This is an optimization exercise on Yosys and OpenROAD, whose aim is small area and a short achievable clock period, not a production implementation.
The RTL was checked by simulation tests, not by an equivalence proof against the original design.
Power and IR drop assume default switching activity.

## streebog_block_packer
module streebog_block_packer #(
  parameter int IN_WIDTH  = 64,
  parameter int OUT_DEPTH = 2
) (
  input  logic                               clk_i,
  input  logic                               rstn_i,
  input  logic                               abort_i,
  input  logic [IN_WIDTH-1:0]                s_data_i,
  input  logic                               s_valid_i,
  output logic                               s_ready_o,
  input  logic                               s_last_i,
  input  logic [$clog2(IN_WIDTH/8+1)-1:0]    s_nbytes_i,
  output logic [511:0]                       m_data_o,
  output logic                               m_valid_o,
  input  logic                               m_ready_i,
  output logic                               m_last_o,
  output logic [9:0]                         m_last_len_o,
  output logic                               busy_o
);
Size in the first run: roughly 600 I/O pins.
Settings: LEC_CHECK=0, CAP_MARGIN=20, CORE_MARGIN=2, CORE_UTILIZATION=45, CTS_BUF_LIST=sky130_fd_sc_hd__clkbuf_16, CTS_CLUSTER_DIAMETER=100, CTS_CLUSTER_SIZE=20, SETUP_SLACK_MARGIN=3.0, SLEW_MARGIN=20; clock period 5.5 ns.
standard.sh (not shown) runs the stock make flow with config.mk's settings and CLKGATE_MAP_FILE= SYNTH_SCRIPT=/design/flow/synth_recipe.tcl, a recipe that flattens the netlist after the stock synthesis.
==> flow/flow/run.sh <==
#!/bin/bash
# Layout flow: the standard ORFS flow (standard.sh) with three changes.
#  1. Synthesis keeps the bit-level helper modules streebog_hsel,
#     streebog_rdy and streebog_inv as black boxes; Yosys then fills them in
#     with the gates of flow/cells_map.v (an inverter and an a222oi per head
#     bit, nand3(nand2, nand2(inv)) for s_ready_o, and inverters that isolate
#     the other loads of s_last_i and m_ready_i). Every register comes from
#     the standard synthesis unchanged.
#  2. The port buffers of global placement are made as the smallest buffer
#     (timing repair still resizes any of them).
#  3. Pin placement keeps s_last_i, s_ready_o and m_ready_i together
#     (flow/io.tcl).
set -euo pipefail
export BUFFER_PORTS_ARGS="-buffer_cell sky130_fd_sc_hd__buf_1"
export SYNTH_BLACKBOXES="streebog_hsel streebog_rdy streebog_inv"
export PRE_IO_PLACEMENT_TCL="$PWD/flow/io.tcl"
R="$PWD/orfs/results/${FLOW_PLATFORM}/streebog_block_packer/base"
LIB="$FLOW_HOME/platforms/${FLOW_PLATFORM}/lib/sky130_fd_sc_hd__tt_025C_1v80.lib"

bash standard.sh "$R/1_2_yosys.v" > synth.log 2>&1
cp "$R/1_2_yosys.v" netlist_synth.v
yosys -p "read_liberty -lib -ignore_miss_func $LIB; read_verilog netlist_synth.v; techmap -map flow/cells_map.v; opt_clean -purge; stat -liberty $LIB; write_verilog -noattr -noexpr -nohex -nodec netlist_mapped.v" > map_cells.log 2>&1
cp netlist_mapped.v "$R/1_2_yosys.v"
bash standard.sh > standard_flow.log 2>&1
==> flow/flow/cells_map.v <==
// Gate-level bodies for the helper modules that synthesis keeps as black
// boxes (see run.sh). Same functions as in rtl/streebog_block_fifo.sv.
module streebog_hsel (hold, sel_s, sel_p, h, s_n, p_n, d);
  input hold, sel_s, sel_p, h, s_n, p_n;
  output d;
  wire h_n;
  sky130_fd_sc_hd__inv_1 u_inv (.A(h), .Y(h_n));
  sky130_fd_sc_hd__a222oi_1 u_aoi (.A1(hold), .A2(h_n), .B1(sel_s), .B2(s_n),
                                   .C1(sel_p), .C2(p_n), .Y(d));
endmodule

module streebog_rdy (sl, m, nf_n, fr, nc, y);
  input sl, m, nf_n, fr, nc;
  output y;
  wire t1, t2, sl_n;
  sky130_fd_sc_hd__nand2_1 u_t1 (.A(fr), .B(m), .Y(t1));
  sky130_fd_sc_hd__inv_1 u_sl (.A(sl), .Y(sl_n));
  sky130_fd_sc_hd__nand2_1 u_t2 (.A(sl_n), .B(nc), .Y(t2));
  sky130_fd_sc_hd__nand3_1 u_y (.A(t1), .B(t2), .C(nf_n), .Y(y));
endmodule

module streebog_inv (a, y);
  input a;
  output y;
  sky130_fd_sc_hd__inv_2 u_inv (.A(a), .Y(y));
endmodule
Other scripts of this flow, unchanged in this note and not shown: flow/flow/io.tcl
Next try:
CORE_UTILIZATION = 55   (was 45)
The new run completed without violations.
Total power stays flat.
Cell count fell by 4.5%.
Design area fell by about 0.46%.
Sequential share of layout area rose by 0.31 points.
Next try:
--- a/flow/flow/run.sh
+++ b/flow/flow/run.sh
@@ -5,3 +5,3 @@
 #     with the gates of flow/cells_map.v (an inverter and an a222oi per head
-#     bit, nand3(nand2, nand2(inv)) for s_ready_o, and inverters that isolate
+#     bit, nand3(nand2, nand2b) for s_ready_o, and inverters that isolate
 #     the other loads of s_last_i and m_ready_i). Every register comes from
--- a/flow/flow/cells_map.v
+++ b/flow/flow/cells_map.v
@@ -14,6 +14,5 @@
   output y;
-  wire t1, t2, sl_n;
+  wire t1, t2;
   sky130_fd_sc_hd__nand2_1 u_t1 (.A(fr), .B(m), .Y(t1));
-  sky130_fd_sc_hd__inv_1 u_sl (.A(sl), .Y(sl_n));
-  sky130_fd_sc_hd__nand2_1 u_t2 (.A(sl_n), .B(nc), .Y(t2));
+  sky130_fd_sc_hd__nand2b_1 u_t2 (.A_N(sl), .B(nc), .Y(t2));
   sky130_fd_sc_hd__nand3_1 u_y (.A(t1), .B(t2), .C(nf_n), .Y(y));
CORE_UTILIZATION = 45   (was 55)
SETUP_SLACK_MARGIN = 3.2   (was 3.0)
What happened: Area after synthesis hardly moves. Register-to-register slack is better by 0.17 ns. Cell area grows by about 8%. Routed wire length climbs by about 5%. Global-route usage decreases by 4.4 points. Clock-buffer cell count grows by 2. Die area grows by 22%. Total power goes up by 3.0%. Non-clock buffer count climbs by 72.

========
Another version of the RTL of streebog_block_packer (not shown whole).
For scale: ~600 I/O pins.
export LEC_CHECK = 0
export CAP_MARGIN = 20
export CORE_MARGIN = 2
export CORE_UTILIZATION = 55
export CTS_BUF_LIST = sky130_fd_sc_hd__clkbuf_16
export CTS_CLUSTER_DIAMETER = 100
export CTS_CLUSTER_SIZE = 20
export SETUP_SLACK_MARGIN = 3.0
export SLEW_MARGIN = 20
create_clock -name core_clock -period 5.5 [get_ports {clk_i}]
==> flow/flow/run.sh <==
#!/bin/bash
# Layout flow: the standard ORFS flow (standard.sh) with these changes.
#  1. Synthesis keeps the bit-level helper modules streebog_hsel,
#     streebog_rdy and streebog_inv as black boxes; Yosys then fills them in
#     with the gates of flow/cells_map.v (an inverter and an a222oi per head
#     bit, o211ai(nand2) for s_ready_o, and inverters that isolate
#     the other loads of s_last_i and m_ready_i). Every register comes from
#     the standard synthesis unchanged.
#  2. The port buffers of global placement are made as the smallest buffer
#     (timing repair still resizes any of them).
#  3. Pin placement keeps s_last_i, s_ready_o and m_ready_i together
#     (flow/io.tcl).
#  4. Clock tree synthesis with the cluster settings of config.mk and without
#     dummy loads.
set -euo pipefail
export BUFFER_PORTS_ARGS="-buffer_cell sky130_fd_sc_hd__buf_1"
export SYNTH_BLACKBOXES="streebog_hsel streebog_rdy streebog_inv"
export PRE_IO_PLACEMENT_TCL="$PWD/flow/io.tcl"
export CTS_ARGS="-sink_clustering_enable -repair_clock_nets -sink_clustering_size 20 -sink_clustering_max_diameter 100 -buf_list sky130_fd_sc_hd__clkbuf_16 -dont_use_dummy_load"
R="$PWD/orfs/results/${FLOW_PLATFORM}/streebog_block_packer/base"
LIB="$FLOW_HOME/platforms/${FLOW_PLATFORM}/lib/sky130_fd_sc_hd__tt_025C_1v80.lib"

bash standard.sh "$R/1_2_yosys.v" > synth.log 2>&1
cp "$R/1_2_yosys.v" netlist_synth.v
yosys -p "read_liberty -lib -ignore_miss_func $LIB; read_verilog netlist_synth.v; techmap -map flow/cells_map.v; opt_clean -purge; stat -liberty $LIB; write_verilog -noattr -noexpr -nohex -nodec netlist_mapped.v" > map_cells.log 2>&1
cp netlist_mapped.v "$R/1_2_yosys.v"
bash standard.sh > standard_flow.log 2>&1
==> flow/flow/cells_map.v <==
// Gate-level bodies for the helper modules that synthesis keeps as black
// boxes (see run.sh). Same functions as in rtl/streebog_block_fifo.sv.
module streebog_hsel (hold, sel_s, sel_p, h, s_n, p_n, d);
  input hold, sel_s, sel_p, h, s_n, p_n;
  output d;
  wire h_n;
  sky130_fd_sc_hd__inv_1 u_inv (.A(h), .Y(h_n));
  sky130_fd_sc_hd__a222oi_1 u_aoi (.A1(hold), .A2(h_n), .B1(sel_s), .B2(s_n),
                                   .C1(sel_p), .C2(p_n), .Y(d));
endmodule

module streebog_rdy (sl, m, nf_n, fr, nc_n, y);
  input sl, m, nf_n, fr, nc_n;
  output y;
  wire t1;
  sky130_fd_sc_hd__nand2_2 u_t1 (.A(fr), .B(m), .Y(t1));
  sky130_fd_sc_hd__o211ai_4 u_y (.A1(sl), .A2(nc_n), .B1(t1), .C1(nf_n), .Y(y));
endmodule

module streebog_inv (a, y);
  input a;
  output y;
  sky130_fd_sc_hd__inv_2 u_inv (.A(a), .Y(y));
endmodule
Other scripts of this flow, unchanged in this note and not shown: flow/flow/io.tcl
The baseline finished with timing, DRC and antenna clean.
Rerun with:
--- a/flow/flow/cells_map.v
+++ b/flow/flow/cells_map.v
@@ -15,4 +15,4 @@
   wire t1;
-  sky130_fd_sc_hd__nand2_2 u_t1 (.A(fr), .B(m), .Y(t1));
-  sky130_fd_sc_hd__o211ai_4 u_y (.A1(sl), .A2(nc_n), .B1(t1), .C1(nf_n), .Y(y));
+  sky130_fd_sc_hd__nand2_1 u_t1 (.A(fr), .B(m), .Y(t1));
+  sky130_fd_sc_hd__o211ai_1 u_y (.A1(sl), .A2(nc_n), .B1(t1), .C1(nf_n), .Y(y));
 endmodule
- SETUP_SLACK_MARGIN: 3.0 -> 2.95
What happened: Sequential share of layout area came out higher by 0.12 points; critical path depth came out higher by 6; total power barely changes.
Rerun with:
- SETUP_SLACK_MARGIN: 2.95 -> 3.0
Outcome:
- The changed run finished with timing, DRC and antenna clean
- power is about the same
- die area stays the same
- utilization stays flat
- via count drops by 0.34%
- register-to-register slack is better by 0.05 ns
- combinational power hardly moves
- wire length grows by 0.34%
- hold slack degrades by 0.018 ns
- cell count is about the same
- synthesized cell count is unchanged

========
## the reference run
Another version of the RTL of streebog_block_packer (not shown whole).
For scale: ~1500 flip-flops.
Settings: LEC_CHECK=0, CAP_MARGIN=20, CORE_MARGIN=2, CORE_UTILIZATION=55, CTS_BUF_LIST=sky130_fd_sc_hd__clkbuf_8, CTS_CLUSTER_SIZE=30, SETUP_SLACK_MARGIN=3.0, SLEW_MARGIN=20; clock period 5.5 ns.
==> flow/flow/run.sh <==
#!/bin/bash
# Standard ORFS layout (the standard.sh, unchanged synthesis and steps),
# with the port buffers that global placement inserts made as the smallest
# buffer instead of the default pick; timing repair still resizes any of them.
set -euo pipefail
export BUFFER_PORTS_ARGS="-buffer_cell sky130_fd_sc_hd__buf_1"
bash standard.sh > standard_flow.log 2>&1
The inputs of the trial run differ from those of the reference run as listed below.
- CTS_BUF_LIST: sky130_fd_sc_hd__clkbuf_8 -> unset
- CTS_CLUSTER_SIZE: 30 -> unset
[summary]
The trial run against the reference run: routed wire length on met3 down 130 µm, first-iteration DRC count went down about 8%, data-path buffer share of cell area in the final layout shrank by 1.3 points, total routed wire length on the met1 layer decreased 2000 µm.

## re-timing with driven ports
Ports are ideal in the flow. The routed layouts listed here were re-timed in OpenROAD. Step 1 sets driving cells, clkbuf_16 on the clock port and buf_2 on the other inputs (assumed; they add their load-dependent delay and slew). Step 2, shift: input delay + t, output delay - t, t = (earliest + latest rising clock arrival at the registers) / 2. This alone moves slack from input paths to output paths. a / b / c = ideal ports / drivers / drivers and shift; a / b = the first two.
run | shift t [ns] | setup WS [ns] | worst setup path after step 2 | slew at the worst register clock pin (ns) | worst data-port slew with drivers (ns)
the first run of note 1 | 0.766 | 2.895 / 2.791 / 2.215 | input to register | 0.09 / 0.09 | 0.20
the second run of note 1 | 0.738 | 2.917 / 2.825 / 2.211 | input to register | 0.09 / 0.09 | 0.16
the third run of note 1 | 0.754 | 2.891 / 2.789 / 2.402 | input to register | 0.10 / 0.10 | 0.15
the first run of note 2 | 0.730 | 2.892 / 2.803 / 2.282 | input to register | 0.09 / 0.09 | 0.19
the second run of note 2 | 0.714 | 2.869 / 2.788 / 2.143 | input to register | 0.09 / 0.09 | 0.18
the third run of note 2 | 0.712 | 2.870 / 2.777 / 2.297 | input to register | 0.09 / 0.09 | 0.18
the reference run | 0.955 | 2.563 / 2.479 / 2.012 | input to register | 0.07 / 0.07 | 0.16
the trial run | 0.818 | 2.662 / 2.508 / 2.121 | input to register | 0.07 / 0.07 | 0.20
After both steps every run listed still meets setup and hold. The setup slack of the second run of note 2, which loses most, moves by -0.081 ns with the drivers and by -0.726 ns with both steps.
